This is an optimization exercise on Yosys and OpenROAD, whose aim is small area, a short achievable clock period and few clock cycles per item, not a production implementation.
RTL that was checked went through simulation tests only; none was proved equivalent to the original.
Function not checked in runs 1 to 4: the RTL went through the layout flow alone.
Power is estimated from default activity; no workload was simulated.

===== flow/design.v =====
package exec_pkg;
	localparam int XLEN    = 32;
	localparam int MODE_W  = 5;
	localparam int SUB_W   = 2;
	localparam int DEST_W  = 4;
	localparam int FDEST_W = 2;
	localparam int EXC_W   = 8;
	localparam logic [MODE_W-1:0] MODE_UARITH = 5'd1;
	localparam logic [MODE_W-1:0] MODE_SARITH = 5'd2;
	localparam logic [MODE_W-1:0] MODE_SHIFT  = 5'd5;
	localparam logic [MODE_W-1:0] MODE_LOGIC  = 5'd6;
	localparam logic [MODE_W-1:0] MODE_MOVE   = 5'd9;
	localparam logic [MODE_W-1:0] MODE_CMP    = 5'd17;
	localparam logic [MODE_W-1:0] MODE_SEXT   = 5'd18;
	localparam logic [SUB_W-1:0] ARITH_ADD = 2'd0;
	localparam logic [SUB_W-1:0] ARITH_SUB = 2'd1;
	localparam logic [SUB_W-1:0] ARITH_MUL = 2'd2;
	localparam logic [SUB_W-1:0] ARITH_DIV = 2'd3;
	localparam logic [SUB_W-1:0] SH_LEFT   = 2'd0;
	localparam logic [SUB_W-1:0] SH_RIGHT  = 2'd1;
	localparam logic [SUB_W-1:0] ROT_LEFT  = 2'd2;
	localparam logic [SUB_W-1:0] ROT_RIGHT = 2'd3;
	localparam logic [SUB_W-1:0] LG_AND = 2'd0;
	localparam logic [SUB_W-1:0] LG_OR  = 2'd1;
	localparam logic [SUB_W-1:0] LG_NOT = 2'd2;
	localparam logic [SUB_W-1:0] LG_XOR = 2'd3;
	localparam logic [SUB_W-1:0] CMP_UNSIGNED = 2'd0;
	localparam logic [SUB_W-1:0] CMP_SIGNED   = 2'd1;
	localparam logic [SUB_W-1:0] SEXT_BYTE    = 2'd0;
	localparam logic [SUB_W-1:0] SEXT_HALF    = 2'd1;
	localparam int unsigned SHIFT_MAX = 32;  
	localparam int MUL_BITS_PER_STEP  = 4;   
	localparam logic [EXC_W-1:0] EXC_DIV_ZERO = 8'd5;
	localparam logic [EXC_W-1:0] EXC_SHIFT_L  = 8'd6;
	localparam logic [EXC_W-1:0] EXC_SHIFT_R  = 8'd7;
	typedef union packed {
		logic [2*XLEN-1:0] product;
		struct packed {
			logic [XLEN-1:0] remainder;  
			logic [XLEN-1:0] quotient;   
		} division;
	} wide_result_u;
endpackage
import exec_pkg::*;
module int_mul (
	input  logic [XLEN+4:0] acc,
	input  logic [XLEN:0]   m,       
	input  logic [2:0]      g0,      
	input  logic [2:0]      g1,      
	input  logic            cin,
	output logic [XLEN+4:0] sum
);
	localparam int W = XLEN + 5;
	logic [W-1:0] me, r0, r1, s, c;
	logic one0, two0, neg0, one1, two1, neg1;
	assign me = {{4{m[XLEN]}}, m};
	assign one0 = g0[1] ^ g0[0];
	assign two0 = (g0[2] & !g0[1] & !g0[0]) | (!g0[2] & g0[1] & g0[0]);
	assign neg0 = g0[2] & !(g0[1] & g0[0]);
	assign one1 = g1[1] ^ g1[0];
	assign two1 = (g1[2] & !g1[1] & !g1[0]) | (!g1[2] & g1[1] & g1[0]);
	assign neg1 = g1[2] & !(g1[1] & g1[0]);
	assign r0 = ((one0 ? me : '0) | (two0 ? (me << 1) : '0)) ^ {W{neg0}};
	assign r1 = ((((one1 ? me : '0) | (two1 ? (me << 1) : '0)) ^ {W{neg1}}) << 2) | {{(W-2){1'b0}}, neg1, neg1};
	assign s = acc ^ r0 ^ r1;
	assign c = {((acc[W-2:0] & r0[W-2:0]) | (acc[W-2:0] & r1[W-2:0]) | (r0[W-2:0] & r1[W-2:0])), neg0};
	assign sum = s + c + {{(W-1){1'b0}}, cin | neg1};
endmodule
import exec_pkg::*;
module int_div (
	input  logic [XLEN-1:0] v,
	output logic [5:0]      n
);
	logic [15:0] a1; logic       c1 [16];
	logic [7:0]  a2; logic [1:0] c2 [8];
	logic [3:0]  a3; logic [2:0] c3 [4];
	logic [1:0]  a4; logic [3:0] c4 [2];
	always_comb begin
		for (int i = 0; i < 16; i++) begin
			a1[i] = v[2*i+1] | v[2*i];
			c1[i] = !v[2*i+1];
		end
		for (int i = 0; i < 8; i++) begin
			a2[i] = a1[2*i+1] | a1[2*i];
			c2[i] = a1[2*i+1] ? {1'b0, c1[2*i+1]} : {1'b1, c1[2*i]};
		end
		for (int i = 0; i < 4; i++) begin
			a3[i] = a2[2*i+1] | a2[2*i];
			c3[i] = a2[2*i+1] ? {1'b0, c2[2*i+1]} : {1'b1, c2[2*i]};
		end
		for (int i = 0; i < 2; i++) begin
			a4[i] = a3[2*i+1] | a3[2*i];
			c4[i] = a3[2*i+1] ? {1'b0, c3[2*i+1]} : {1'b1, c3[2*i]};
		end
		if (a4[1])
			n = {2'b00, c4[1]};
		else if (a4[0])
			n = {2'b01, c4[0]};
		else
			n = 6'd32;
	end
endmodule
import exec_pkg::*;
module int_arith (
	input  logic            do_mul,
	input  logic            do_corr,    
	input  logic            do_div,
	input  logic            sel_mc,     
	input  logic            neg_lo,     
	input  logic            neg_hi,     
	input  logic            mul_corr,   
	input  logic            neg_dvs,    
	input  logic            pb,         
	input  logic            hx,         
	input  logic [XLEN-1:0] y_hi,
	input  logic [XLEN-1:0] y_lo,
	output logic [XLEN+4:0] acc,
	output logic [2:0]      g0,
	output logic [2:0]      g1,
	output logic            cin
);
	assign acc = ({(XLEN+5){sel_mc}} & {{4{hx}}, hx, y_hi}) |
		({(XLEN+5){do_div}} & {{3{hx}}, hx, y_hi, y_lo[XLEN-1]}) |
		({(XLEN+5){neg_lo}} & ~{5'd0, y_lo}) |
		({(XLEN+5){neg_hi}} & ~{5'd0, y_hi});
	assign cin = neg_lo | neg_hi;
	always_comb begin
		g0 = 3'b000;
		g1 = 3'b000;
		if (do_mul) begin
			g0 = {y_lo[1:0], pb};
			g1 = y_lo[3:1];
		end else if (do_corr)
			g0 = (mul_corr || !neg_dvs) ? 3'b001 : 3'b110;
		else if (do_div)
			g0 = (!hx ^ neg_dvs) ? 3'b110 : 3'b001;
	end
endmodule
import exec_pkg::*;
module exec_simple (
	input  logic [MODE_W-1:0] mode,
	input  logic [SUB_W-1:0]  sub_op,
	input  logic [XLEN-1:0]   x1,
	input  logic [XLEN-1:0]   x2,
	input  logic [XLEN-1:0]   rot,      
	input  logic [XLEN-1:0]   spill,    
	output logic [XLEN-1:0]   y_lo,
	output logic [XLEN-1:0]   y_hi
);
	logic ext, sub, nz1, nz2, eq, lt, flag0;
	logic is_arith, is_shift, is_logic, use_sum;
	logic [XLEN:0] sum;
	logic [3:0] tt;            
	logic [XLEN-1:0] fill;     
	logic fill_bit;
	assign is_arith = (mode == MODE_UARITH) || (mode == MODE_SARITH);
	assign is_shift = (mode == MODE_SHIFT);
	assign is_logic = (mode == MODE_LOGIC);
	assign use_sum  = is_arith && !sub_op[1];
	assign ext = mode[4] ? sub_op[0] : mode[1];
	assign sub = mode[4] | sub_op[0];
	assign sum = {ext & x1[XLEN-1], x1} + ({ext & x2[XLEN-1], x2} ^ {(XLEN+1){sub}}) + {{XLEN{1'b0}}, sub};
	assign nz1 = (x1 != '0);
	assign nz2 = (x2 != '0);
	assign eq  = (x1 == x2);
	assign lt  = sum[XLEN] && !sub_op[1];
	always_comb begin
		case (sub_op)
			LG_AND:  flag0 = nz1 && nz2;
			LG_OR:   flag0 = nz1 || nz2;
			LG_NOT:  flag0 = !nz2;
			default: flag0 = nz1 ^ nz2;
		endcase
	end
	always_comb begin
		tt = 4'b0000;
		case (mode)
			MODE_UARITH, MODE_SARITH: tt = 4'b1100;    
			MODE_LOGIC: begin
				case (sub_op)
					LG_AND:  tt = 4'b1000;
					LG_OR:   tt = 4'b1110;
					LG_NOT:  tt = 4'b0101;
					default: tt = 4'b0110;
				endcase
			end
			MODE_MOVE: tt = 4'b1010;
			MODE_SEXT: tt = sub_op[1] ? 4'b0000 : 4'b1010;
			default: ;
		endcase
	end
	assign fill_bit = sub_op[0] ? x2[15] : x2[7];
	assign fill = (mode == MODE_SEXT && !sub_op[1]) ?
		(sub_op[0] ? {{16{1'b1}}, 16'd0} : {{24{1'b1}}, 8'd0}) : '0;
	always_comb begin
		for (int i = 0; i < XLEN; i++)
			y_lo[i] = fill[i] ? fill_bit : tt[{x1[i], x2[i]}];
		y_hi = '0;
		if (use_sum) begin
			y_lo = sum[XLEN-1:0];
			y_hi = (!mode[1] && !sub_op[0]) ? {{(XLEN-1){1'b0}}, sum[XLEN]} : {XLEN{sum[XLEN]}};
		end else if (is_shift) begin
			y_lo = sub_op[1] ? rot : (rot & ~spill);
			y_hi = rot & spill;
		end else if (is_logic) begin
			y_hi[0] = flag0;
		end else if (mode == MODE_CMP) begin
			y_hi[0] = eq;
			y_hi[1] = lt;
		end
	end
endmodule
import exec_pkg::*;
module exec_unit (
	input  logic               clk,
	input  logic               rst,
	input  logic               in_valid,
	output logic               in_ready,
	input  logic [MODE_W-1:0]  mode,
	input  logic [SUB_W-1:0]   sub_op,
	input  logic [XLEN-1:0]    x1,
	input  logic [XLEN-1:0]    x2,
	input  logic [DEST_W-1:0]  dest_sel,
	input  logic [FDEST_W-1:0] flag_sel,
	output logic               out_valid,
	input  logic               out_ready,
	output logic [XLEN-1:0]    y_lo,
	output logic [XLEN-1:0]    y_hi,
	output logic [DEST_W-1:0]  dest,
	output logic [FDEST_W-1:0] flag_dest,
	output logic               exc,
	output logic [EXC_W-1:0]   exc_code
);
	logic s_mul, s_corr, s_mag, s_norm, s_div, s_fixq, s_fixr;
	logic sel_mc, sel_nlo;    
	logic busy, accept;
	logic [4:0] cnt;
	logic [XLEN-1:0] b;       
	logic bs;                 
	logic hx;                 
	logic pb, corr, mul_op, neg_q, neg_r;
	logic [1:0] code_lo;
	logic is_arith, sgn, is_mul, is_div, div_zero, sh_bad, raise, long_op, known;
	assign is_arith = (mode == MODE_UARITH) || (mode == MODE_SARITH);
	assign sgn      = (mode == MODE_SARITH);
	assign is_mul   = is_arith && (sub_op == ARITH_MUL);
	assign is_div   = is_arith && (sub_op == ARITH_DIV);
	assign div_zero = is_div && (x2 == '0);
	assign sh_bad   = (mode == MODE_SHIFT) && ((x2[XLEN-1:6] != '0) || (x2[5] && (x2[4:0] != '0)));
	assign raise    = div_zero || sh_bad;
	assign long_op  = is_mul || (is_div && !div_zero);
	assign known    = is_arith || (mode == MODE_SHIFT) || (mode == MODE_LOGIC) ||
		(mode == MODE_MOVE) || (mode == MODE_CMP) || (mode == MODE_SEXT);
	assign in_ready = !busy && (!out_valid || out_ready);
	assign accept   = in_valid && in_ready;
	logic [5:0] norm_amt, lza, lzb_raw, lzb, th_amt;
	logic [4:0] rot_amt;
	logic [XLEN-1:0] rot_src, rot, therm, spill, simple_lo, simple_hi;
	logic [XLEN-1:0] r0, r1, r2, r3;
	assign rot_src = busy ? y_lo : x1;
	assign rot_amt = busy ? (norm_amt[4:0] & {5{!norm_amt[5]}}) : (sub_op[0] ? 5'd0 - x2[4:0] : x2[4:0]);
	assign r0  = rot_amt[0] ? {rot_src[XLEN-2:0], rot_src[XLEN-1]} : rot_src;
	assign r1  = rot_amt[1] ? {r0[XLEN-3:0], r0[XLEN-1:XLEN-2]} : r0;
	assign r2  = rot_amt[2] ? {r1[XLEN-5:0], r1[XLEN-1:XLEN-4]} : r1;
	assign r3  = rot_amt[3] ? {r2[XLEN-9:0], r2[XLEN-1:XLEN-8]} : r2;
	assign rot = rot_amt[4] ? {r3[XLEN-17:0], r3[XLEN-1:XLEN-16]} : r3;
	assign th_amt  = busy ? {norm_amt[5], norm_amt[4:0] & {5{!norm_amt[5]}}} : x2[5:0];
	always_comb begin
		for (int i = 0; i < XLEN; i++)
			therm[i] = (6'(i) < th_amt);
		for (int i = 0; i < XLEN; i++)
			spill[i] = (!busy && sub_op[0]) ? therm[XLEN-1-i] : therm[i];
	end
	exec_simple u_simple (
		.mode   (mode),
		.sub_op (sub_op),
		.x1     (x1),
		.x2     (x2),
		.rot    (rot),
		.spill  (spill),
		.y_lo   (simple_lo),
		.y_hi   (simple_hi)
	);
	logic last, do_mul, do_div, do_neg, do_corr;
	logic [XLEN+4:0] acc_in, sum;
	logic [2:0] g0, g1;
	logic cin;
	assign last    = (cnt == 5'd0);
	assign do_mul  = s_mul;
	assign do_corr = s_corr;
	assign do_div  = s_div;
	assign do_neg  = s_mag || s_fixq || s_fixr;
	int_arith u_sel (
		.do_mul  (do_mul),
		.do_corr (do_corr),
		.do_div  (do_div),
		.sel_mc  (sel_mc),
		.neg_lo  (sel_nlo),
		.neg_hi  (s_fixr),
		.mul_corr(mul_op),
		.neg_dvs (bs),
		.pb      (pb),
		.hx      (hx),
		.y_hi    (y_hi),
		.y_lo    (y_lo),
		.acc     (acc_in),
		.g0      (g0),
		.g1      (g1),
		.cin     (cin)
	);
	int_mul u_add (
		.acc (acc_in),
		.m   ({bs, b}),
		.g0  (g0),
		.g1  (g1),
		.cin (cin),
		.sum (sum)
	);
	int_div u_lza (.v(y_lo), .n(lza));
	int_div u_lzb (.v(b ^ {XLEN{bs}}), .n(lzb_raw));
	assign lzb      = lzb_raw[5] ? 6'd31 : lzb_raw;
	assign norm_amt = 6'd31 + lza - lzb;
	logic qz, div_end, rem_neg;
	assign qz      = norm_amt[5];
	assign rem_neg = sum[XLEN+4];
	assign div_end = (s_norm && qz) || (s_div && last && !rem_neg) || (s_corr && !mul_op);
	always_ff @(posedge clk) begin
		if (rst) begin
			busy      <= 1'b0;
			out_valid <= 1'b0;
		end else begin
			if (out_valid && out_ready)
				out_valid <= 1'b0;
			if (accept) begin
				busy      <= long_op;
				out_valid <= !long_op;
			end else if (busy) begin
				if ((s_mul && last && !corr) || (s_corr && mul_op) || (div_end && !neg_q && !neg_r) ||
					(s_fixq && !neg_r) || s_fixr) begin
					busy      <= 1'b0;
					out_valid <= 1'b1;
				end
			end
		end
	end
	logic n_mul, n_corr, n_mag, n_norm, n_div, n_fixq, n_fixr;
	always_comb begin
		if (accept) begin
			n_mul  = is_mul;
			n_mag  = is_div && !div_zero && sgn && x1[XLEN-1];
			n_norm = is_div && !div_zero && !(sgn && x1[XLEN-1]);
			n_corr = 1'b0;
			n_div  = 1'b0;
			n_fixq = 1'b0;
			n_fixr = 1'b0;
		end else if (busy) begin
			n_mul  = s_mul && !last;
			n_corr = (s_mul && last && corr) || (s_div && last && rem_neg);
			n_mag  = 1'b0;
			n_norm = s_mag;
			n_div  = (s_norm && !qz) || (s_div && !last);
			n_fixq = div_end && neg_q;
			n_fixr = (div_end && !neg_q && neg_r) || (s_fixq && neg_r);
		end else begin
			n_mul  = s_mul;
			n_corr = s_corr;
			n_mag  = s_mag;
			n_norm = s_norm;
			n_div  = s_div;
			n_fixq = s_fixq;
			n_fixr = s_fixr;
		end
	end
	always_ff @(posedge clk) begin
		s_mul   <= n_mul;
		s_corr  <= n_corr;
		s_mag   <= n_mag;
		s_norm  <= n_norm;
		s_div   <= n_div;
		s_fixq  <= n_fixq;
		s_fixr  <= n_fixr;
		sel_mc  <= n_mul || n_corr;
		sel_nlo <= n_mag || n_fixq;
	end
	always_ff @(posedge clk) begin
		if (accept) begin
			y_lo      <= raise ? '0 : simple_lo;
			y_hi      <= raise ? '0 : simple_hi;
			hx        <= 1'b0;
			b         <= x2;
			bs        <= sgn && x2[XLEN-1];
			pb        <= 1'b0;
			corr      <= !sgn && x1[XLEN-1];
			mul_op    <= is_mul;
			neg_q     <= sgn && (x1[XLEN-1] ^ x2[XLEN-1]);
			neg_r     <= sgn && x1[XLEN-1];
			cnt       <= 5'd7;
			dest      <= (raise || !known) ? '0 : dest_sel;
			flag_dest <= (raise || !known) ? '0 : flag_sel;
			exc       <= raise;
			code_lo   <= div_zero ? 2'd1 : sub_op[0] ? 2'd3 : 2'd2;
		end else if (busy) begin
			if (s_mul) begin
				{hx, y_hi} <= sum[XLEN+4:4];
				y_lo       <= {sum[3:0], y_lo[XLEN-1:4]};
				pb         <= y_lo[3];
			end
			if (s_mul || s_div)
				cnt <= cnt - 5'd1;
			if (s_mag || s_fixq)
				y_lo <= sum[XLEN-1:0];
			if (s_fixr || s_corr)
				y_hi <= sum[XLEN-1:0];
			if (s_norm) begin
				y_hi <= rot & spill;
				y_lo <= rot & ~spill;
				cnt  <= 5'(lzb - lza);
			end
			if (s_div) begin
				{hx, y_hi} <= sum[XLEN:0];
				y_lo       <= {y_lo[XLEN-2:0], !rem_neg};
			end
		end
	end
	assign exc_code = exc ? {5'd0, 1'b1, code_lo} : '0;
endmodule

===== flow/flow/run.sh =====
#!/bin/bash
# The standard layout, with plain buffers on the ports
set -euo pipefail
bash standard.sh "BUFFER_PORTS_ARGS=-buffer_cell sky130_fd_sc_hd__buf_2" finish > standard_flow.log 2>&1

===== flow/standard.sh =====
#!/bin/bash
# synth_recipe.tcl (not shown) runs the flow's synth.tcl, then flattens the netlist and writes it again
# the make line also repeats each setting of config.mk as NAME=value (left out here)
make -C /OpenROAD-flow-scripts/flow DESIGN_CONFIG=/design/flow/config.mk WORK_HOME=/design/flow/orfs CLKGATE_MAP_FILE= SYNTH_SCRIPT=/design/flow/synth_recipe.tcl "${@:-finish}"

===== flow/config.mk =====
export PLATFORM = sky130hd
export DESIGN_NAME = exec_unit
export DESIGN_NICKNAME = exec_unit
export VERILOG_FILES = /design/flow/design.v
export SDC_FILE = /design/flow/constraint.sdc
export NUM_CORES = 4
export LEC_CHECK = 0
export ABC_AREA = 1
export CAP_MARGIN = 20
export CORE_MARGIN = 2
export CORE_UTILIZATION = 40
export CTS_BUF_LIST = sky130_fd_sc_hd__clkbuf_4 sky130_fd_sc_hd__clkbuf_8
export PLACE_DENSITY = 0.6
export SETUP_SLACK_MARGIN = 5
export SLEW_MARGIN = 20

===== flow/constraint.sdc =====
create_clock -name core_clock -period 11.0 [get_ports {clk}]
set_input_delay 2.2000 -clock core_clock [delete_from_list [all_inputs] [get_ports {clk}]]
set_output_delay 2.2000 -clock core_clock [all_outputs]
set_load 0.01 [all_outputs]

==> results of run 1 <==
## timing repair
action | 4_1_cts | 5_1_grt
cloned | 6 | 9
endpoints found under the setup margin | 65 | 68
resized for setup | 23 | 95
setup buffers | 6 | 21
pin swaps | 2 | 15
## final timing paths
kind,from,end,cells past startpoint
max reg2reg,y_lo[2]$_DFFE_PP_,y_lo[22]$_DFFE_PP_,31
max,sub_op[0],y_hi[23]$_DFFE_PP_,24
min,cnt[2]$_SDFFE_PP1P_,cnt[2]$_SDFFE_PP1P_,2
min reg2reg,cnt[2]$_SDFFE_PP1P_,cnt[2]$_SDFFE_PP1P_,2
## cell usage in the layout (no fill, tap or decap), drive strengths merged, types with 2 or more instances in the layout
| cell | Yosys | routed |
|---|---|---|
| nor3b | 2 | 2 |
| a2111oi | 2 | 2 |
| o21a | 9 | 9 |
| o21bai | 11 | 11 |
| nor2 | 250 | 252 |
| diode | 0 | 4 |
| a21o | 13 | 14 |
| inv | 481 | 489 |
| xor2 | 127 | 127 |
| a21boi | 7 | 7 |
| clkbuf | 118 | 22 |
| buf | 66 | 211 |
| o211ai | 41 | 41 |
| o22ai | 105 | 105 |
| o2111ai | 12 | 12 |
| edfxtp | 111 | 111 |
| a211oi | 3 | 3 |
| a21oi | 247 | 247 |
| nand3b | 9 | 9 |
| nand2 | 895 | 899 |
| nand4 | 23 | 23 |
| clkinv | 7 | 9 |
| conb | 1 | 5 |
| a221oi | 43 | 43 |
| nand3 | 527 | 529 |
| and2 | 2 | 2 |
| xnor2 | 37 | 37 |
| nor3 | 22 | 22 |
| fa | 41 | 41 |
| o31ai | 2 | 2 |
| dfxtp | 17 | 17 |
| o21ai | 274 | 274 |
| a31oi | 21 | 21 |
| clkinvlp | 0 | 8 |
| or2 | 11 | 11 |
| o221ai | 12 | 12 |
| ha | 87 | 87 |
| nor4 | 20 | 20 |
## tightest hold or removal path: cells and delay by family, from the launching register on
family,cells,cell delay [ns]
and+or+nand+nor,2,0.15
DFF,1,0.34
## state kept, by name, indices dropped and copies added (netlist names), 2 cells and up
register   flops
y_lo          32
cnt            5
dest           4
flag_dest      2
b             32
y_hi          32
code_lo        2
## power by group
group / switching [mW] / internal, mW
clock network: 0.258 / 0.196
logic: 0.909 / 0.358
registers: 0.0749 / 0.579
total: 1.24 / 1.13
## cells by family (layout without fill, tap and decap cells)
family / after synthesis / count (layout) / share of synthesized area (%)
other: 1 / 9 / 0.0170
AND/OR/NAND/NOR: 1762 / 1770 / 34.6
XOR/XNOR: 164 / 164 / 6.53
AO/OA/AOI/OAI: 808 / 809 / 21.5
buffers and inverters: 672 / 740 / 12.1
flip-flops: 128 / 128 / 16.7
adder cells (fa/ha/maj): 128 / 128 / 8.68
## area by class of cell
class / count / area (sq um)
clock inverter: 14 / 155
sequential: 128 / 3680
antenna: 4 / 10.0
multi-input combinational: 2876 / 16200
timing repair inverter: 5 / 40.0
timing repair buffer: 215 / 1370
clock buffer: 18 / 248
tap: 696 / 871
fill: 6006 / 29600
inverter: 488 / 1890
## per-layer routing
layer | vias up | global-route usage, %
li1 | 12500 | -
met2 | 2003 | 58.6
met4 | 6 | 28.7
met5 | - | 0.433
met3 | 512 | 9.73
met1 | 12800 | 51.7
## metrics by stage
step | setup slack (ns) | std cells | area, sq um | utilization, %
floorplan | 5.56 | 3667 | 22000 | -
global placement | 4.24 | 4364 | 23100 | 42.7
detailed placement | 4.05 | 4364 | 23100 | 42.7
CTS | 5.00 | 4408 | 23700 | 43.8
global route | 4.95 | 4441 | 24500 | 45.2
finish | 5.20 | 4444 | 24500 | 45.2
==> flow_summary.ini, run 1 <==
[worst_setup_path]
cp_data_arrival_time_ns = 6.05
crit_slowest_cell = ha_1
required_ns = 11.25
cp_num_buf_inv = 4
critPathCaptureType = flop
critPathTopFamily = simple AND/OR/NAND/NOR gates
start_kind = primary input
path_cells = buf_2 > nor2_4 > clkbuf_8 > xor2_1 > ha_1 > inv_1 > nor3_1 > a21oi_1 > o21ai_1 > nand2_1 > nand2_1 > nand2_1 > nand2_1 > nand2_1 > nand2_1 > a21boi_1 > or2_2 > nand2_1 > nand2_1 > nand2_2 > nor2_4 > buf_12 > nand2_1 > nand2_1
path_class = in2reg
worstPathMaxFanout = 32
cp_common_cell = nand2_1
slowest_delay_ns = 0.35
rrSetupSlack_ns = 5.23

[logic_synthesis]
avgSynthCellArea_sq_um = 6.01
synth_top_cell_by_area = edfxtp_1
netlist_instances = 3663
synth_edf_count = 111
netlist.area_leader.share_pct = 15.2
seq_area_frac_synth_pct = 16.7
synth_cell_types = 59
synthTopCellsByArea = edfxtp_1, nand2_1, nand3_1
synthTopCellsByCount = nand2_1, nand3_1, inv_1
syn_area_sq_mm = 0.0220
ys_ff_latch = 128
synthArstFlopShare_pct = 0
synth_ff_type = edfxtp_1
yosysWarnings = 8
yosysMostFrequentCell = nand2_1

[power_and_ir_drop]
peakVddDrop_v = 0.0000598
power_density_mw_per_mm2 = 97.1
power.total_mw = 2.38
p_leak_nw = 11.8

[drt]
drtIter0Drc = 4438
wl_per_cell_um = 26.6
wirelength_mm = 118
drc = 0
ant_nets = 0
first_pass_iters = 7
highest_layer = met5
dr_wl_met2_mm = 48.1
drt-vias-per-instance = 6.28
vias = 27900
route.met3.wl_mm = 15.0
wl_met1_mm = 44.7

[die]
core_area_sq_mm = 0.0541
die_h_um = 239
dieArea_sq_mm = 0.0569
boundaryPins = 162
rows = 85
initial_core_util_pct = 40.6
die_width_um = 239

[sta]
worst_pin_slew_ns = 1.69
hold_viol_final = 0
slew_headroom_pct = -13.6
rsz0062_at_grt = true
hold_ws_ns = 0.529
skew_ns = 0.0167
setup_viol = 0
period_needed_ns = 5.80
tns_ns = 0
fmax_ghz = 0.173
slew_viol_final = 3
fin_crit_sh_pct = 52.7

[grt]
grt_pass1_wl_mm = 168
antenna_found_initial = 9
overflow = 0
grt_pass1_vias = 25500
grt_max_degree = 82
track_usage_pct = 40.1

[clock_network]
clockBufferDepth = 2
clock_sinks = 128
cts_tree = done
path_clk_slew_ns = 0.09
hold_buffers = 0
numCtsBuffers = 17
h-tree-depth = 4
root_buffer = clkbuf_8
clock_latency_ns = 0.52

[cells_and_area]
drive_gt1_share_pct = 10.5
syn2layout_area_growth_pct = 11.3
nets = 3940

[place]
portBuffers = 156
gp_congestion = 1.05
place_hpwl_mm = 90.9

[min_path]
hold_path.class = reg2reg

[run_status]
so_faults = max-capacitance violations, max-slew violations
status = finished with violations

[run]
maxCapViolCount = 1
==> run 2: changes to the inputs <==
--- a/flow/design.v
+++ b/flow/design.v
@@ -45,8 +45,8 @@
 module int_mul (
 	input  logic [XLEN+4:0] acc,
 	input  logic [XLEN:0]   m,       
-	input  logic [2:0]      g0,      
-	input  logic [2:0]      g1,      
+	input  logic [2:0]      d0,      
+	input  logic [2:0]      d1,      
 	input  logic            cin,
 	output logic [XLEN+4:0] sum
 );
@@ -54,12 +54,8 @@
 	logic [W-1:0] me, r0, r1, s, c;
 	logic one0, two0, neg0, one1, two1, neg1;
 	assign me = {{4{m[XLEN]}}, m};
-	assign one0 = g0[1] ^ g0[0];
-	assign two0 = (g0[2] & !g0[1] & !g0[0]) | (!g0[2] & g0[1] & g0[0]);
-	assign neg0 = g0[2] & !(g0[1] & g0[0]);
-	assign one1 = g1[1] ^ g1[0];
-	assign two1 = (g1[2] & !g1[1] & !g1[0]) | (!g1[2] & g1[1] & g1[0]);
-	assign neg1 = g1[2] & !(g1[1] & g1[0]);
+	assign {one0, two0, neg0} = d0;
+	assign {one1, two1, neg1} = d1;
 	assign r0 = ((one0 ? me : '0) | (two0 ? (me << 1) : '0)) ^ {W{neg0}};
 	assign r1 = ((((one1 ? me : '0) | (two1 ? (me << 1) : '0)) ^ {W{neg1}}) << 2) | {{(W-2){1'b0}}, neg1, neg1};
 	assign s = acc ^ r0 ^ r1;
@@ -102,21 +98,14 @@
 endmodule
 import exec_pkg::*;
 module int_arith (
-	input  logic            do_mul,
-	input  logic            do_corr,    
 	input  logic            do_div,
 	input  logic            sel_mc,     
 	input  logic            neg_lo,     
 	input  logic            neg_hi,     
-	input  logic            mul_corr,   
-	input  logic            neg_dvs,    
-	input  logic            pb,         
 	input  logic            hx,         
 	input  logic [XLEN-1:0] y_hi,
 	input  logic [XLEN-1:0] y_lo,
 	output logic [XLEN+4:0] acc,
-	output logic [2:0]      g0,
-	output logic [2:0]      g1,
 	output logic            cin
 );
 	assign acc = ({(XLEN+5){sel_mc}} & {{4{hx}}, hx, y_hi}) |
@@ -124,17 +113,12 @@
 		({(XLEN+5){neg_lo}} & ~{5'd0, y_lo}) |
 		({(XLEN+5){neg_hi}} & ~{5'd0, y_hi});
 	assign cin = neg_lo | neg_hi;
-	always_comb begin
-		g0 = 3'b000;
-		g1 = 3'b000;
-		if (do_mul) begin
-			g0 = {y_lo[1:0], pb};
-			g1 = y_lo[3:1];
-		end else if (do_corr)
-			g0 = (mul_corr || !neg_dvs) ? 3'b001 : 3'b110;
-		else if (do_div)
-			g0 = (!hx ^ neg_dvs) ? 3'b110 : 3'b001;
-	end
+endmodule
+module booth_dec (
+	input  logic [2:0] g,
+	output logic [2:0] d
+);
+	assign d = {g[1] ^ g[0], (g[2] & !g[1] & !g[0]) | (!g[2] & g[1] & g[0]), g[2] & !(g[1] & g[0])};
 endmodule
 import exec_pkg::*;
 module exec_simple (
@@ -157,13 +141,19 @@
 	assign is_shift = (mode == MODE_SHIFT);
 	assign is_logic = (mode == MODE_LOGIC);
 	assign use_sum  = is_arith && !sub_op[1];
-	assign ext = mode[4] ? sub_op[0] : mode[1];
-	assign sub = mode[4] | sub_op[0];
+	assign ext = mode[1];
+	assign sub = sub_op[0];
 	assign sum = {ext & x1[XLEN-1], x1} + ({ext & x2[XLEN-1], x2} ^ {(XLEN+1){sub}}) + {{XLEN{1'b0}}, sub};
 	assign nz1 = (x1 != '0);
 	assign nz2 = (x2 != '0);
 	assign eq  = (x1 == x2);
-	assign lt  = sum[XLEN] && !sub_op[1];
+	always_comb begin
+		case (sub_op)
+			CMP_UNSIGNED: lt = (x1 < x2);
+			CMP_SIGNED:   lt = ($signed(x1) < $signed(x2));
+			default:      lt = 1'b0;
+		endcase
+	end
 	always_comb begin
 		case (sub_op)
 			LG_AND:  flag0 = nz1 && nz2;
@@ -238,7 +228,7 @@
 	logic [XLEN-1:0] b;       
 	logic bs;                 
 	logic hx;                 
-	logic pb, corr, mul_op, neg_q, neg_r;
+	logic corr, mul_op, neg_q, neg_r;
 	logic [1:0] code_lo;
 	logic is_arith, sgn, is_mul, is_div, div_zero, sh_bad, raise, long_op, known;
 	assign is_arith = (mode == MODE_UARITH) || (mode == MODE_SARITH);
@@ -283,7 +273,7 @@
 	);
 	logic last, do_mul, do_div, do_neg, do_corr;
 	logic [XLEN+4:0] acc_in, sum;
-	logic [2:0] g0, g1;
+	logic [2:0] d0, d1;        
 	logic cin;
 	assign last    = (cnt == 5'd0);
 	assign do_mul  = s_mul;
@@ -291,28 +281,21 @@
 	assign do_div  = s_div;
 	assign do_neg  = s_mag || s_fixq || s_fixr;
 	int_arith u_sel (
-		.do_mul  (do_mul),
-		.do_corr (do_corr),
 		.do_div  (do_div),
 		.sel_mc  (sel_mc),
 		.neg_lo  (sel_nlo),
 		.neg_hi  (s_fixr),
-		.mul_corr(mul_op),
-		.neg_dvs (bs),
-		.pb      (pb),
 		.hx      (hx),
 		.y_hi    (y_hi),
 		.y_lo    (y_lo),
 		.acc     (acc_in),
-		.g0      (g0),
-		.g1      (g1),
 		.cin     (cin)
 	);
 	int_mul u_add (
 		.acc (acc_in),
 		.m   ({bs, b}),
-		.g0  (g0),
-		.g1  (g1),
+		.d0  (d0),
+		.d1  (d1),
 		.cin (cin),
 		.sum (sum)
 	);
@@ -371,6 +354,38 @@
 			n_fixr = s_fixr;
 		end
 	end
+	localparam logic [2:0] G_ADD = 3'b001, G_SUB = 3'b110;
+	logic [2:0] g0n, g1n, d0n, d1n;
+	always_comb begin
+		g0n = 3'b000;
+		g1n = 3'b000;
+		if (accept) begin
+			if (is_mul) begin
+				g0n = {x1[1:0], 1'b0};
+				g1n = x1[3:1];
+			end
+		end else if (s_mul && !last) begin
+			g0n = y_lo[5:3];
+			g1n = y_lo[7:5];
+		end else if (s_mul && last) begin
+			if (corr)
+				g0n = G_ADD;
+		end else if (s_norm) begin
+			if (!qz)
+				g0n = bs ? G_ADD : G_SUB;
+		end else if (s_div && !last)
+			g0n = (rem_neg ^ bs) ? G_ADD : G_SUB;
+		else if (s_div && last && rem_neg)
+			g0n = bs ? G_SUB : G_ADD;
+	end
+	booth_dec u_d0 (.g(g0n), .d(d0n));
+	booth_dec u_d1 (.g(g1n), .d(d1n));
+	always_ff @(posedge clk) begin
+		if (accept || busy) begin
+			d0 <= d0n;
+			d1 <= d1n;
+		end
+	end
 	always_ff @(posedge clk) begin
 		s_mul   <= n_mul;
 		s_corr  <= n_corr;
@@ -389,7 +404,6 @@
 			hx        <= 1'b0;
 			b         <= x2;
 			bs        <= sgn && x2[XLEN-1];
-			pb        <= 1'b0;
 			corr      <= !sgn && x1[XLEN-1];
 			mul_op    <= is_mul;
 			neg_q     <= sgn && (x1[XLEN-1] ^ x2[XLEN-1]);
@@ -403,7 +417,6 @@
 			if (s_mul) begin
 				{hx, y_hi} <= sum[XLEN+4:4];
 				y_lo       <= {sum[3:0], y_lo[XLEN-1:4]};
-				pb         <= y_lo[3];
 			end
 			if (s_mul || s_div)
 				cnt <= cnt - 5'd1;
--- a/flow/config.mk
+++ b/flow/config.mk
@@ -6,10 +6,10 @@
 export NUM_CORES = 4
 export LEC_CHECK = 0
 export ABC_AREA = 1
-export CAP_MARGIN = 20
+export CAP_MARGIN = 30
 export CORE_MARGIN = 2
 export CORE_UTILIZATION = 40
 export CTS_BUF_LIST = sky130_fd_sc_hd__clkbuf_4 sky130_fd_sc_hd__clkbuf_8
 export PLACE_DENSITY = 0.6
 export SETUP_SLACK_MARGIN = 5
-export SLEW_MARGIN = 20
+export SLEW_MARGIN = 30
==> run 2 against run 1 <==
Net effect:
- the run now finishes clean
- clock-buffer cell count decreased by 1
- clock skew rose by 0.0069 ns
- flip-flop and latch count increased by 5
- combinational power rose by 65%
- first-iteration DRC count fell by 4.5%
- clock power is 6.2% higher
- synthesized area grew 1.4%
- worst setup slack lost 0.11 ns
==> flow_summary.ini, run 2 <==
[power_and_ir_drop]
power_density_mw_per_mm2 = 134
p_leak_nw = 11.7
peakVddDrop_v = 0.0000748

[grt]
grt_pass1_vias = 25100
overflow = 0
antenna_found_initial = 4
track_usage_pct = 39.8
grt_max_degree = 77
grt_pass1_wl_mm = 167

[run]
maxCapViolCount = 0

[sta]
worst_pin_slew_ns = 1.18
rsz0062_at_grt = false
slew_viol_final = 0
fmax_ghz = 0.169
skew_ns = 0.0236
fin_ws_ns = 5.09
hold_viol_final = 0
slew_headroom_pct = 21.3
setup_viol = 0
period_needed_ns = 5.91
fin_crit_sh_pct = 53.7
tns_ns = 0

[cells_and_area]
n_fill_cell = 6067
drive_gt1_share_pct = 10.1
syn2layout_area_growth_pct = 10.2
nets = 3964
reg.largest.list = b: 32 flops, y_hi: 32 flops, y_lo: 32 flops
final_common_cell = nand2_1
layout_common_cells = nand2_1, nand3_1, inv_1

[clock_network]
clock_latency_ns = 0.56
clockBufferDepth = 2
cts_tree = done
clock_sinks = 133
root_buffer = clkbuf_8
path_clk_slew_ns = 0.11
numCtsBuffers = 17
h-tree-depth = 4

[place]
place_hpwl_mm = 91.1
place_ws_ns = 4.12
gp_congestion = 1.18
portBuffers = 156

[worst_setup_path]
slowest_delay_ns = 0.75
path_cells = buf_2 > nor2_1 > inv_1 > nand2_1 > a211oi_4 > buf_4 > inv_1 > a21oi_1 > o21ai_0 > a21oi_1 > nand2_1 > o211ai_1 > nand2_1
path_class = in2reg
cp_common_cell = nand2_1
cp_data_arrival_time_ns = 6.23
cp_num_buf_inv = 4
required_ns = 11.32
start_kind = primary input
crit_slowest_cell = a21oi_1
critPathCaptureType = flop
critPathTopFamily = compound AO/OA/AOI/OAI gates
worstPathMaxFanout = 17

[min_path]
hold_path.class = reg2reg

[logic_synthesis]
syn_area_sq_mm = 0.0223
seq_area_frac_synth_pct = 17.2
netlist.area_leader.share_pct = 15.7
synth_ff_type = edfxtp_1
synthArstFlopShare_pct = 0
yosysWarnings = 7
synth_top_cell_by_area = edfxtp_1
synth_cell_types = 55
yosysMostFrequentCell = nand2_1
ys_ff_latch = 133
avgSynthCellArea_sq_um = 6.10
synth_edf_count = 117
netlist_instances = 3659
synthTopCellsByCount = nand2_1, nand3_1, inv_1
synthTopCellsByArea = edfxtp_1, nand2_1, nand3_1

[drt]
drc = 0
vias = 27700
wl_per_cell_um = 26.1
ant_nets = 0
first_pass_iters = 9
wirelength_mm = 117
drt-vias-per-instance = 6.17
drtIter0Drc = 4238

[die]
boundaryPins = 162
core_area_sq_mm = 0.0551
die_h_um = 240
dieArea_sq_mm = 0.0577
initial_core_util_pct = 40.5
die_width_um = 240
rows = 86

[run_status]
status = complete, no violations
run 2: cell count changes in the layout (fill, tap and decap cells not counted), sizes merged, moves of 9 or more:
| cell | before | now |
|---|---|---|
| o22ai | 105 | 75 |
| inv | 489 | 453 |
| o21ai | 274 | 293 |
| nand2 | 899 | 938 |
| nand4 | 23 | 32 |
| or2 | 11 | 24 |
| a21oi | 247 | 297 |
| xnor2 | 37 | 24 |
| ha | 87 | 119 |
| nor2 | 252 | 228 |
| nand3 | 529 | 496 |
run 2: through the flow:
| stage | hold WS [ns] | power (mW) | std cells | cell area, sq um | utilization [%] |
|---|---|---|---|---|---|
| final | 0.528 | 3.29 | 4487 | 24600 | 44.6 |
| after global routing | 0.559 | 3.46 | 4485 | 24600 | 44.6 |
| after CTS | 0.526 | 3.16 | 4457 | 24100 | 43.8 |
| after detailed placement | 0.510 | 2.67 | 4424 | 23600 | 42.9 |
| after global placement | 0.509 | 2.68 | 4424 | 23600 | 42.8 |
| after floorplan | 0.474 | 1.96 | 3663 | 22300 | - |
run 2: final timing paths:
kind                                     startpoint                   to  slack [ns]  cells past startpoint
worst max register to register   y_lo[21]$_DFFE_PP_   y_lo[30]$_DFFE_PP_        5.21                     33
worst max-delay path                      sub_op[1]   y_lo[20]$_DFFE_PP_        5.09                     13
worst min-delay path            cnt[3]$_SDFFE_PP0P_  cnt[3]$_SDFFE_PP0P_        0.53                      2
worst min register to register  cnt[3]$_SDFFE_PP0P_  cnt[3]$_SDFFE_PP0P_        0.53                      2
run 2: logic make-up (layout without fill, tap and decap cells):
group                      Yosys count  in the layout  synth area share [%]
and+or+nand+nor                   1745           1752                  33.8
buffers and inverters              627            693                  11.0
DFF                                133            133                  17.2
AOI/OAI and AO/OA                  835            835                  21.5
adders and majority gates          160            160                  10.3
xor gates and xnor gates           157            157                  6.16
muxes                                1              1                0.0449
other                                1              8                0.0168
run 2: cell type report:
type	count	area, sq um	area share (%)
clock inverters	15	196	0.799
flip-flops and latches	133	3840	15.6
multi-input cells	2910	16400	66.5
diodes	3	7.51	0.0305
clock buffers	17	234	0.951
well taps	748	936	3.80
repair buffers	214	1290	5.26
inverters	447	1740	7.06
run 2: what timing repair did:
| action | 4_1_cts | 5_1_grt |
|---|---|---|
| gates cloned | 1 | 7 |
| setup endpoints to repair | 64 | 64 |
| hold buffers | 0 | 0 |
| buffers inserted | 0 | 20 |
| gates resized for setup | 16 | 56 |
| pin swaps | 1 | 7 |
run 2: where the power goes:
part           total (mW)  switching, mW  internal, mW
combinational        2.10           1.49         0.611
clock               0.483          0.267         0.216
sequential          0.705         0.0852         0.620
run 2: worst register-to-register path, delay by kind of cell (launching register included):
family / cells / cell delay [ns]
adder cells (fa/ha/maj): 3 / 0.78
flip-flops: 1 / 0.56
buffers and inverters: 4 / 0.63
AO/OA/AOI/OAI: 7 / 1.27
AND/OR/NAND/NOR: 19 / 2.39
run 2: metal layers:
metal | up-vias | global-route usage [%] | wire length, um
met5 | - | 0 | 26
met4 | 4 | 27.3 | 9510
met3 | 414 | 8.65 | 14600
met2 | 1989 | 58.2 | 48000
met1 | 12700 | 52.0 | 45100
li1 | 12500 | - | -
==> run 3: changes to the inputs <==
--- a/flow/design.v
+++ b/flow/design.v
@@ -129,10 +129,13 @@
 	input  logic [XLEN-1:0]   rot,      
 	input  logic [XLEN-1:0]   spill,    
 	output logic [XLEN-1:0]   y_lo,
-	output logic [XLEN-1:0]   y_hi
+	output logic [XLEN-1:0]   y_hi,      
+	output logic              use_sum,   
+	output logic              sum_c,
+	output logic              sum_s
 );
 	logic ext, sub, nz1, nz2, eq, lt, flag0;
-	logic is_arith, is_shift, is_logic, use_sum;
+	logic is_arith, is_shift, is_logic;
 	logic [XLEN:0] sum;
 	logic [3:0] tt;            
 	logic [XLEN-1:0] fill;     
@@ -162,6 +165,8 @@
 			default: flag0 = nz1 ^ nz2;
 		endcase
 	end
+	assign sum_c = sum[XLEN];
+	assign sum_s = sum[XLEN] && (mode[1] || sub_op[0]);
 	always_comb begin
 		tt = 4'b0000;
 		case (mode)
@@ -186,10 +191,9 @@
 		for (int i = 0; i < XLEN; i++)
 			y_lo[i] = fill[i] ? fill_bit : tt[{x1[i], x2[i]}];
 		y_hi = '0;
-		if (use_sum) begin
+		if (use_sum)
 			y_lo = sum[XLEN-1:0];
-			y_hi = (!mode[1] && !sub_op[0]) ? {{(XLEN-1){1'b0}}, sum[XLEN]} : {XLEN{sum[XLEN]}};
-		end else if (is_shift) begin
+		else if (is_shift) begin
 			y_lo = sub_op[1] ? rot : (rot & ~spill);
 			y_hi = rot & spill;
 		end else if (is_logic) begin
@@ -230,6 +234,10 @@
 	logic hx;                 
 	logic corr, mul_op, neg_q, neg_r;
 	logic [1:0] code_lo;
+	logic use_sum, sum_c, sum_s;
+	logic hf, hc, hs;
+	logic [XLEN-1:0] hi_r;
+	assign y_hi = hf ? {{(XLEN-1){hs}}, hc} : hi_r;
 	logic is_arith, sgn, is_mul, is_div, div_zero, sh_bad, raise, long_op, known;
 	assign is_arith = (mode == MODE_UARITH) || (mode == MODE_SARITH);
 	assign sgn      = (mode == MODE_SARITH);
@@ -268,8 +276,11 @@
 		.x2     (x2),
 		.rot    (rot),
 		.spill  (spill),
-		.y_lo   (simple_lo),
-		.y_hi   (simple_hi)
+		.y_lo    (simple_lo),
+		.y_hi    (simple_hi),
+		.use_sum (use_sum),
+		.sum_c   (sum_c),
+		.sum_s   (sum_s)
 	);
 	logic last, do_mul, do_div, do_neg, do_corr;
 	logic [XLEN+4:0] acc_in, sum;
@@ -286,7 +297,7 @@
 		.neg_lo  (sel_nlo),
 		.neg_hi  (s_fixr),
 		.hx      (hx),
-		.y_hi    (y_hi),
+		.y_hi    (hi_r),
 		.y_lo    (y_lo),
 		.acc     (acc_in),
 		.cin     (cin)
@@ -400,8 +411,11 @@
 	always_ff @(posedge clk) begin
 		if (accept) begin
 			y_lo      <= raise ? '0 : simple_lo;
-			y_hi      <= raise ? '0 : simple_hi;
+			hi_r      <= raise ? '0 : simple_hi;
 			hx        <= 1'b0;
+			hf        <= use_sum;
+			hc        <= sum_c;
+			hs        <= sum_s;
 			b         <= x2;
 			bs        <= sgn && x2[XLEN-1];
 			corr      <= !sgn && x1[XLEN-1];
@@ -415,7 +429,7 @@
 			code_lo   <= div_zero ? 2'd1 : sub_op[0] ? 2'd3 : 2'd2;
 		end else if (busy) begin
 			if (s_mul) begin
-				{hx, y_hi} <= sum[XLEN+4:4];
+				{hx, hi_r} <= sum[XLEN+4:4];
 				y_lo       <= {sum[3:0], y_lo[XLEN-1:4]};
 			end
 			if (s_mul || s_div)
@@ -423,14 +437,14 @@
 			if (s_mag || s_fixq)
 				y_lo <= sum[XLEN-1:0];
 			if (s_fixr || s_corr)
-				y_hi <= sum[XLEN-1:0];
+				hi_r <= sum[XLEN-1:0];
 			if (s_norm) begin
-				y_hi <= rot & spill;
+				hi_r <= rot & spill;
 				y_lo <= rot & ~spill;
 				cnt  <= 5'(lzb - lza);
 			end
 			if (s_div) begin
-				{hx, y_hi} <= sum[XLEN:0];
+				{hx, hi_r} <= sum[XLEN:0];
 				y_lo       <= {y_lo[XLEN-2:0], !rem_neg};
 			end
 		end
==> run 3 against run 2 <==
Net effect:
- still clean on timing, DRC and antenna
- clock-buffer cell count up 1
- total power increased by 0.60%
- synthesized cell count up 1.9%
- final cell count rose by 1.8%
- largest cell class unchanged
- design area is 0.92% higher
- clock power up 4%
- utilization down 0.37 points
- register-to-register slack got worse by 0.14 ns
- first-iteration DRC count shrank 13%
- via count down 1.1%
- sequential power rose by 3%
- combinational power is essentially flat
==> flow_summary.ini, run 3 <==
[clock_network]
cts_tree = done
path_clk_slew_ns = 0.10
numCtsBuffers = 17
clock_sinks = 136
clock_latency_ns = 0.54
clockBufferDepth = 2
hold_buffers = 0
h-tree-depth = 4
root_buffer = clkbuf_8

[cells_and_area]
syn2layout_area_growth_pct = 9.92
fin_area_sq_mm = 0.0248
layout_common_cells = nand2_1, inv_1, nand3_1
reg.largest.list = b: 32 flops, hi_r: 32 flops, y_lo: 32 flops
final_common_cell = nand2_1
nets = 4037
drive_gt1_share_pct = 9.53

[power_and_ir_drop]
p_seq_share_pct = 21.9
switchingPower_mw = 1.83
p_sw_share_pct = 55.3
p_comb_share_pct = 62.9
peakVddDrop_v = 0.0000623
clock_power_share_pct = 15.2
intPower_mw = 1.48
p_leak_nw = 12.1
power.total_mw = 3.31
power_density_mw_per_mm2 = 133

[sta]
slew_viol_final = 0
worst_pin_slew_ns = 1.12
slew_headroom_pct = 24.9
skew_ns = 0.0318
fmax_ghz = 0.169
rsz0062_at_grt = true
fin_crit_sh_pct = 53.9
setup_viol = 0
hold_viol_final = 0
period_needed_ns = 5.93
tns_ns = 0

[run_status]
status = complete, no violations

[logic_synthesis]
synth_fa_ha_area_share_pct = 10.2
seq_area_frac_synth_pct = 17.4
synth_edf_count = 120
syn_area_sq_mm = 0.0226
synthTopCellsByArea = nand2_1, edfxtp_1, nand3_1
yosysWarnings = 7
netlist.area_leader.share_pct = 16.2
yosys.area_share.simple_pct = 32.2
synthArstFlopShare_pct = 0
yosysMostFrequentCell = nand2_1
synth-xor-area-share_pct = 6.09
synth_top_family_by_area = simple AND/OR/NAND/NOR gates
synth_ff_type = edfxtp_1
ys_ff_latch = 136
synth_compound_area_share_pct = 22.4
netlist_instances = 3728
synth_top_cell_by_area = nand2_1
avgSynthCellArea_sq_um = 6.06
synthTopCellsByCount = nand2_1, inv_1, nand3_1
muxShareOfSynthArea_pct = 0.0499
synth_cell_types = 59

[grt]
grt_max_degree = 78
grt_pass1_wl_mm = 165
track_usage_pct = 37.8
overflow = 0
grt_pass1_vias = 25100
antenna_found_initial = 3

[die]
boundaryPins = 162
rows = 87
die_h_um = 242
core_area_sq_mm = 0.0561
initial_core_util_pct = 40.3
die_width_um = 242
dieArea_sq_mm = 0.0584

[min_path]
hold_path.class = reg2reg

[drt]
wl_per_cell_um = 25.3
drtIter0Drc = 3700
drc = 0
ant_nets = 0
wirelength_mm = 115
vias = 27400
drt-vias-per-instance = 6.00
first_pass_iters = 6

[worst_setup_path]
path_class = reg2reg
cp_data_arrival_time_ns = 6.20
crit_slowest_cell = edfxtp_1
start_kind = flop
worstPathMaxFanout = 32
slowest_delay_ns = 0.66
cp_common_cell = nand2_1
required_ns = 11.28
critPathCaptureType = flop

[place]
gp_congestion = 1.11
dpl-instance-area_sq_mm = 0.0239
place_hpwl_mm = 90.5
portBuffers = 156

[run]
maxCapViolCount = 0
-- run 3: cell count changes after synthesis, moves of 10 or more --
cell | previous run | this run
nand2_1 | 914 | 976
or2_2 | 24 | 10
o21ai_0 | 268 | 336
clkbuf_1 | 114 | 101
o211ai_1 | 38 | 27
nor2_1 | 208 | 231
a21oi_1 | 295 | 284
inv_1 | 427 | 481
a221oi_1 | 40 | 26
o22ai_1 | 75 | 85
nand3_1 | 495 | 383
-- run 3: cell families (layout without fill, tap and decap cells) --
kind of cell | Yosys count | in the layout
xor gates and xnor gates | 157 | 157
and+or+nand+nor | 1707 | 1712
AOI/OAI and AO/OA | 893 | 893
other | 1 | 7
adders and majority gates | 160 | 160
DFF | 136 | 136
muxes | 1 | 1
buffers and inverters | 673 | 745
-- run 3: area by class of cell --
class	instances	area, sq um
timing repair inverter	1	7.51
tap	756	946
multi-input combinational	2928	16300
inverter	496	1900
timing repair buffer	216	1320
clock buffer	18	248
sequential	136	3930
clock inverter	14	184
fill	6132	31200
antenna	2	5.00
-- run 3: worst paths after layout --
kind	slack, ns	end	cells after the start	start
setup / recovery	5.07	y_lo[23]$_DFFE_PP_	30	y_lo[31]$_DFFE_PP_
hold / removal	0.52	hx$_SDFFE_PP0P_	2	hx$_SDFFE_PP0P_
setup reg to reg	5.07	y_lo[23]$_DFFE_PP_	30	y_lo[31]$_DFFE_PP_
hold reg to reg	0.52	hx$_SDFFE_PP0P_	2	hx$_SDFFE_PP0P_
-- run 3: metal layers --
layer / track usage, % / wire [um]
met1: 50.5 / 45800
met5: 0 / 0
met2: 56.5 / 47900
met4: 22.1 / 8380
met3: 7.46 / 13300
-- run 3: critical path, delay by kind of cell (launching register included) --
kind / cells / cell delay [ns]
DFF: 1 / 0.66
adders and majority gates: 3 / 0.76
buffers and inverters: 4 / 0.44
AOI/OAI and AO/OA: 2 / 0.57
and+or+nand+nor: 21 / 3.21
-- run 3: timing repair --
action,in CTS,in global routing
gates cloned,1,6
resized for setup,16,53
buffers inserted,4,18
endpoints found under the setup margin,74,71
pin swaps,1,5
-- run 3: power by group through the flow --
stage	registers [mW]	clock network [mW]	logic, mW
after floorplan	0.684	0	1.28
after global placement	0.731	0	1.96
after detailed placement	0.729	0	1.95
after CTS	0.716	0.498	1.97
after global routing	0.723	0.514	2.25
final	0.724	0.502	2.08
-- run 3: through the flow --
stage | hold WS [ns] | util [%] | setup slack, ns | cells
floorplan | 0.457 | - | 5.53 | 3732
global placement | 0.491 | 42.6 | 3.94 | 4503
detailed placement | 0.502 | 42.6 | 3.94 | 4504
CTS | 0.518 | 43.5 | 5.00 | 4541
global route | 0.550 | 44.3 | 4.90 | 4566
finish | 0.522 | 44.3 | 5.07 | 4567
==> run 4: changes to the inputs <==
==> flow/flow/run.sh (replaced) <==
#!/bin/bash
# The standard layout, with plain buffers on the ports and the timing repair aiming further below the clock period
set -euo pipefail
bash standard.sh SETUP_SLACK_MARGIN=6 "BUFFER_PORTS_ARGS=-buffer_cell sky130_fd_sc_hd__buf_2" finish > standard_flow.log 2>&1
==> run 4 against run 3 <==
Net effect:
- synthesized cell count is the same
- combinational power grew 15%
- via count grew 4.9%
- clock power shrank 11%
- largest power group unchanged
- sequential share of layout area shrank 1.8 points
==> flow_summary.ini, run 4 <==
[grt]
busiest_layer = met2
overflow = 0
grt_pass1_wl_mm = 174
antenna_found_initial = 5
track_usage_pct = 39.8
grt_pass1_vias = 26100
grtUsageMet3_pct = 8.85
use_met2_pct = 60.3
grt_max_degree = 79
use_met1_pct = 51.4

[die]
dieArea_sq_mm = 0.0584
die_width_um = 242
die_h_um = 242
initial_core_util_pct = 40.3
boundaryPins = 162
rows = 87
core_area_sq_mm = 0.0561

[worst_setup_path]
start_kind = flop
rr_worst_depth = 38
cp_data_arrival_time_ns = 5.68
path_class = reg2reg
required_ns = 11.32
slowest_delay_ns = 0.58
crit_slowest_cell = edfxtp_1
worstPathMaxFanout = 5
critPathCaptureType = flop
cp_common_cell = nand2_2

[sta]
slew_viol_final = 0
slew_headroom_pct = 30.2
hold_ws_ns = 0.517
worst_pin_slew_ns = 1.04
fin_ws_ns = 5.64
fmax_ghz = 0.187
skew_ns = 0.0139
tns_ns = 0
period_needed_ns = 5.36
rsz0062_at_grt = true
hold_viol_final = 0
fin_crit_sh_pct = 48.7
setup_viol = 0

[place]
portBuffers = 156
place_hpwl_mm = 91.1
placed_cells = 4501
gp_congestion = 1.09
place_ws_ns = 3.93

[logic_synthesis]
synthTopCellsByArea = nand2_1, edfxtp_1, nand3_1
ys_ff_latch = 136
synthArstFlopShare_pct = 0
synth_cell_types = 59
synth_edf_count = 120
synth_top_cell_by_area = nand2_1
netlist_instances = 3728
avgSynthCellArea_sq_um = 6.06
netlist.area_leader.share_pct = 16.2
synth_ff_type = edfxtp_1
syn_area_sq_mm = 0.0226
seq_area_frac_synth_pct = 17.4
synthTopCellsByCount = nand2_1, inv_1, nand3_1
yosysWarnings = 7
yosysMostFrequentCell = nand2_1

[clock_network]
path_clk_slew_ns = 0.09
clock_sinks = 136
h-tree-depth = 4
numCtsBuffers = 17
hold_buffers = 0
root_buffer = clkbuf_8
clock_latency_ns = 0.56
cts_tree = done
clockBufferDepth = 2

[run]
maxCapViolCount = 0

[power_and_ir_drop]
intPower_mw = 1.57
p_sw_share_pct = 56.0
switchingPower_mw = 2.00
peakVddDrop_v = 0.0000865
p_comb_share_pct = 67.2
power_density_mw_per_mm2 = 127
p_leak_nw = 13.3
clock_power_share_pct = 12.6
p_seq_share_pct = 20.2

[cells_and_area]
n_fill_cell = 5844
nets = 4142
layout_common_cells = nand2_1, inv_1, o21ai_0
syn2layout_area_growth_pct = 24.4
stdcell_count = 4673
final_common_cell = nand2_1
reg.largest.list = b: 32 flops, hi_r: 32 flops, y_lo: 32 flops
drive_gt1_share_pct = 21.8

[min_path]
hold_path.class = reg2reg
whs_path_depth = 2

[drt]
drtIter0Drc = 3939
wl_per_cell_um = 26.1
drc = 0
first_pass_iters = 8
drt-vias-per-instance = 6.14
vias = 28700
ant_nets = 0
wirelength_mm = 122

[run_status]
status = complete, no violations
-- run 4: worst max-delay path: cells and delay by family (launching register included) --
family | cells | cell delay, ns
and+or+nand+nor | 26 | 2.88
adders and majority gates | 3 | 0.75
DFF | 1 | 0.58
buffers and inverters | 7 | 0.56
AOI/OAI and AO/OA | 2 | 0.28
-- run 4: routing by layer --
layer	vias to the layer above	routed length, um
met3	422	14000
met2	1939	50800
met5	-	13
li1	12900	-
met4	2	9920
met1	13500	47100
-- run 4: kinds of logic (layout without fill, tap and decap cells) --
family          after synthesis  after routing  synth area share (%)
compound gates              893            893                  22.4
buf+inv                     673            845                  11.7
flops                       136            136                  17.4
simple gates               1707           1717                  32.2
mux                           1              1                0.0499
other cells                   1              8                0.0166
xor+xnor                    157            157                  6.09
fa+ha+maj                   160            160                  10.2
-- run 4: worst paths after layout --
| kind | slack [ns] | endpoint | startpoint |
|---|---|---|---|
| worst min-delay path | 0.52 | hx$_SDFFE_PP0P_ | hx$_SDFFE_PP0P_ |
| worst max-delay path | 5.64 | y_lo[26]$_DFFE_PP_ | b[23]$_DFFE_PP_ |
| worst min register to register | 0.52 | hx$_SDFFE_PP0P_ | hx$_SDFFE_PP0P_ |
| worst max register to register | 5.64 | y_lo[26]$_DFFE_PP_ | b[23]$_DFFE_PP_ |
-- run 4: layout make-up --
| class | count | area [sq um] | share of cell area (%) |
|---|---|---|---|
| Tap cell | 756 | 946 | 3.37 |
| Clock buffer | 17 | 234 | 0.833 |
| Clock inverter | 15 | 140 | 0.499 |
| Multi-Input combinational cell | 2933 | 18500 | 65.7 |
| Antenna cell | 3 | 7.51 | 0.0267 |
| Sequential cell | 136 | 3930 | 14.0 |
| Timing Repair inverter | 6 | 66.3 | 0.236 |
| Inverter | 496 | 1940 | 6.92 |
| Timing Repair Buffer | 311 | 2370 | 8.42 |
-- run 4: power groups by stage --
| stage | sequential, mW | clock [mW] | combinational (mW) |
|---|---|---|---|
| floorplan | 0.684 | 0 | 1.28 |
| global placement | 0.734 | 0 | 1.96 |
| detailed placement | 0.732 | 0 | 1.95 |
| CTS | 0.715 | 0.444 | 2.18 |
| global route | 0.721 | 0.460 | 2.55 |
| finish | 0.722 | 0.449 | 2.40 |
-- run 4: what timing repair did --
item	in CTS	in global routing
pin swaps	118	96
endpoints found under the hold margin	0	0
gates cloned	18	6
setup buffers	83	29
setup endpoints to repair	78	136
resized for setup	387	239
-- run 4: metrics by stage --
stage,cell area [sq um],power (mW),utilization [%]
after floorplan,22600,1.97,-
final,28100,3.57,50.1
after detailed placement,23800,2.68,42.5
after global placement,23800,2.69,42.5
after CTS,26800,3.34,47.8
after global routing,28100,3.73,50.1
==> run 5: changes to the inputs <==
--- a/flow/design.v
+++ b/flow/design.v
@@ -251,18 +251,18 @@
 		(mode == MODE_MOVE) || (mode == MODE_CMP) || (mode == MODE_SEXT);
 	assign in_ready = !busy && (!out_valid || out_ready);
 	assign accept   = in_valid && in_ready;
-	logic [5:0] norm_amt, lza, lzb_raw, lzb, th_amt;
+	logic [5:0] norm_amt, namt, lza_raw, lza, lzb_raw, lzb, th_amt;
 	logic [4:0] rot_amt;
 	logic [XLEN-1:0] rot_src, rot, therm, spill, simple_lo, simple_hi;
 	logic [XLEN-1:0] r0, r1, r2, r3;
 	assign rot_src = busy ? y_lo : x1;
-	assign rot_amt = busy ? (norm_amt[4:0] & {5{!norm_amt[5]}}) : (sub_op[0] ? 5'd0 - x2[4:0] : x2[4:0]);
+	assign rot_amt = busy ? (namt[4:0] & {5{!namt[5]}}) : (sub_op[0] ? 5'd0 - x2[4:0] : x2[4:0]);
 	assign r0  = rot_amt[0] ? {rot_src[XLEN-2:0], rot_src[XLEN-1]} : rot_src;
 	assign r1  = rot_amt[1] ? {r0[XLEN-3:0], r0[XLEN-1:XLEN-2]} : r0;
 	assign r2  = rot_amt[2] ? {r1[XLEN-5:0], r1[XLEN-1:XLEN-4]} : r1;
 	assign r3  = rot_amt[3] ? {r2[XLEN-9:0], r2[XLEN-1:XLEN-8]} : r2;
 	assign rot = rot_amt[4] ? {r3[XLEN-17:0], r3[XLEN-1:XLEN-16]} : r3;
-	assign th_amt  = busy ? {norm_amt[5], norm_amt[4:0] & {5{!norm_amt[5]}}} : x2[5:0];
+	assign th_amt  = busy ? {namt[5], namt[4:0] & {5{!namt[5]}}} : x2[5:0];
 	always_comb begin
 		for (int i = 0; i < XLEN; i++)
 			therm[i] = (6'(i) < th_amt);
@@ -310,12 +310,13 @@
 		.cin (cin),
 		.sum (sum)
 	);
-	int_div u_lza (.v(y_lo), .n(lza));
-	int_div u_lzb (.v(b ^ {XLEN{bs}}), .n(lzb_raw));
-	assign lzb      = lzb_raw[5] ? 6'd31 : lzb_raw;
+	int_div u_lza (.v(x1 ^ {XLEN{x1[XLEN-1]}}), .n(lza_raw));
+	int_div u_lzb (.v(x2 ^ {XLEN{x2[XLEN-1]}}), .n(lzb_raw));
+	assign lza = !x1[XLEN-1] ? lza_raw : sgn ? lza_raw - 6'd1 : 6'd0;
+	assign lzb = !x2[XLEN-1] ? lzb_raw : sgn ? (lzb_raw[5] ? 6'd31 : lzb_raw) : 6'd0;
 	assign norm_amt = 6'd31 + lza - lzb;
 	logic qz, div_end, rem_neg;
-	assign qz      = norm_amt[5];
+	assign qz      = namt[5];
 	assign rem_neg = sum[XLEN+4];
 	assign div_end = (s_norm && qz) || (s_div && last && !rem_neg) || (s_corr && !mul_op);
 	always_ff @(posedge clk) begin
@@ -422,7 +423,8 @@
 			mul_op    <= is_mul;
 			neg_q     <= sgn && (x1[XLEN-1] ^ x2[XLEN-1]);
 			neg_r     <= sgn && x1[XLEN-1];
-			cnt       <= 5'd7;
+			cnt       <= is_mul ? 5'd7 : 5'(lzb - lza);
+			namt      <= norm_amt;
 			dest      <= (raise || !known) ? '0 : dest_sel;
 			flag_dest <= (raise || !known) ? '0 : flag_sel;
 			exc       <= raise;
@@ -441,7 +443,6 @@
 			if (s_norm) begin
 				hi_r <= rot & spill;
 				y_lo <= rot & ~spill;
-				cnt  <= 5'(lzb - lza);
 			end
 			if (s_div) begin
 				{hx, hi_r} <= sum[XLEN:0];
==> flow/flow/run.sh (replaced) <==
#!/bin/bash
# The standard layout, with plain buffers on the ports and the timing repair aiming further below the clock period
set -euo pipefail
bash standard.sh SETUP_SLACK_MARGIN=6.5 "BUFFER_PORTS_ARGS=-buffer_cell sky130_fd_sc_hd__buf_2" finish > standard_flow.log 2>&1
==> run 5 against run 4 <==
Net effect:
- clock skew grew 0.013 ns
- clock power down 2%
- sequential share of layout area increased by 1.1 points
- still clean
- synthesized area grew 3.3%
- wire length fell by 2.9%
- flip-flop and latch count rose by 6
- combinational power decreased by 8%
- utilization shrank 2.2 points
- total power is 5.3% lower
- design area fell by 1.7%
- via count barely moved
- sequential power rose by 2%
==> flow_summary.ini, run 5 <==
[worst_setup_path]
crit_slowest_cell = ha_1
path_class = in2reg
r2r_end = d0[2]$_DFFE_PP_
cp_common_cell = nand2_2
slowest_delay_ns = 0.35
rr_worst_depth = 22
rrSetupSlack_ns = 6.63
critPathTopFamily = simple AND/OR/NAND/NOR gates
cp_data_arrival_time_ns = 5.25

[logic_synthesis]
synth_edf_count = 131
synthTopCellsByCount = nand2_1, inv_1, o21ai_0
synth_top_cell_by_area = edfxtp_1
synth_top_family_by_area = simple AND/OR/NAND/NOR gates
yosysWarnings = 7
netlist_instances = 3857
synth_compound_area_share_pct = 23.0
synthArstFlopShare_pct = 0
synth_cell_types = 62
ys_ff_latch = 142
netlist.area_leader.share_pct = 16.9
synth_fa_ha_area_share_pct = 10.0
yosys.area_share.simple_pct = 30.5
syn_area_sq_mm = 0.0233
synth_ff_type = edfxtp_1
avgSynthCellArea_sq_um = 6.05
synthTopCellsByArea = edfxtp_1, nand2_1, inv_1
yosysMostFrequentCell = nand2_1
seq_area_frac_synth_pct = 17.8

[die]
initial_core_util_pct = 40.5
boundaryPins = 162
die_width_um = 246
rows = 88
die_h_um = 246
core_area_sq_mm = 0.0577

[drt]
first_pass_iters = 7
dr_wl_met2_mm = 50.4
drtIter0Drc = 4159
route.met3.wl_mm = 14.2
wirelength_mm = 118
highest_layer = met4

[sta]
skew_ns = 0.0271
period_needed_ns = 4.97
hold_viol_final = 0
fmax_ghz = 0.201
slew_viol_final = 0
worst_pin_slew_ns = 0.980
setup_viol = 0
tns_ns = 0

[clock_network]
cts_tree = done
numCtsBuffers = 17
clockBufferDepth = 2
root_buffer = clkbuf_8
clock_latency_ns = 0.53
clock_sinks = 142
h-tree-depth = 4

[grt]
grt_pass1_wl_mm = 165
overflow = 0
track_usage_pct = 36.9
grt_max_degree = 74

[cells_and_area]
reg.largest.list = b: 32 flops, hi_r: 32 flops, y_lo: 32 flops
fin_area_sq_mm = 0.0276
nets = 4231
layout_common_cells = nand2_1, inv_1, nand3_1
drive_gt1_share_pct = 15.3
final_common_cell = nand2_1

[min_path]
hold_start = neg_q$_DFFE_PP_
hold_path.class = reg2reg
whs_path_depth = 2
hold_end = s_fixq$_DFF_P_

[place]
portBuffers = 156

[run_status]
status = complete, no violations
==> run 5: final cells by class <==
cell class | instances | area [sq um]
sequential | 142 | 4160
antenna | 7 | 17.5
multi-input combinational | 2976 | 17400
inverter | 563 | 2270
timing repair inverter | 2 | 12.5
clock inverter | 15 | 151
fill | 6131 | 30100
tap | 765 | 957
timing repair buffer | 286 | 2410
clock buffer | 17 | 234
==> run 5: metrics by stage <==
step	cells	utilization [%]	hold slack, ns	setup WS, ns	power (mW)
6_report	4773	47.9	0.531	6.03	3.38
5_1_grt	4767	47.9	0.586	5.89	3.54
4_1_cts	4718	45.8	0.535	6.07	3.18
3_5_place_dp	4626	42.7	0.511	4.50	2.66
3_3_place_gp	4625	42.6	0.529	4.55	2.66
2_1_floorplan	3861	-	0.465	5.40	1.98
==> run 5: worst max path at each step <==
stage / start / end / slack (ns) / cells after the start
4_1_cts: x1[31] / namt[5]$_DFFE_PP_ / 6.07 / 23
2_1_floorplan: x1[31] / namt[5]$_DFFE_PP_ / 5.40 / 24
3_5_place_dp: x1[31] / namt[5]$_DFFE_PP_ / 4.50 / 23
3_3_place_gp: x1[31] / namt[5]$_DFFE_PP_ / 4.55 / 23
6_report: x1[31] / namt[5]$_DFFE_PP_ / 6.03 / 24
5_1_grt: x1[25] / namt[5]$_DFFE_PP_ / 5.89 / 25
==> run 5: report_power, final <==
group	internal, mW	total [mW]	switching, mW
Clock	0.168	0.442	0.274
Sequential	0.669	0.734	0.0656
Combinational	0.683	2.20	1.52
Total	1.52	3.38	1.86
==> run 5: kinds of logic after synthesis <==
family / Yosys count
AOI/OAI and AO/OA: 940
xor gates and xnor gates: 158
adders and majority gates: 162
buffers and inverters: 745
DFF: 142
muxes: 1
other: 1
and+or+nand+nor: 1708
==> run 5: metal layers <==
layer  vias to the layer above  global-route usage, %
met3                       392                   6.90
met5                         -                      0
li1                      13100                      -
met1                     13200                   49.4
met2                      1967                   56.6
met4                         0                   18.7
==> run 5: repair_timing <==
action / 4_1_cts / 5_1_grt
pin swaps: 61 / 55
setup endpoints to repair: 91 / 113
gates resized for setup: 259 / 191
hold buffers: 0 / 0
gates cloned: 8 / 11
setup buffers: 52 / 37
==> run 5: worst reg2reg max path, cell delays in order (launching register included) <==
cell,delay (ns)
dfxtp_4,0.45
clkinvlp_4,0.13
buf_4,0.17
clkbuf_16,0.18
o21ai_0,0.20
a221oi_2,0.08
fa_1,0.55
inv_1,0.04
ha_1,0.43
nand2_1,0.12
nor2_1,0.34
nand2_1,0.10
nor2_1,0.16
nand2_2,0.13
nand2_1,0.12
nand2_2,0.11
nand3_1,0.10
nand2_1,0.11
nand2_1,0.09
nand2_1,0.04
nand2_1,0.12
nand2_1,0.07
ha_1,0.29
Testbench counts of run 5, summed over its fixed seeds: cycles 73,845, ops 32,000.
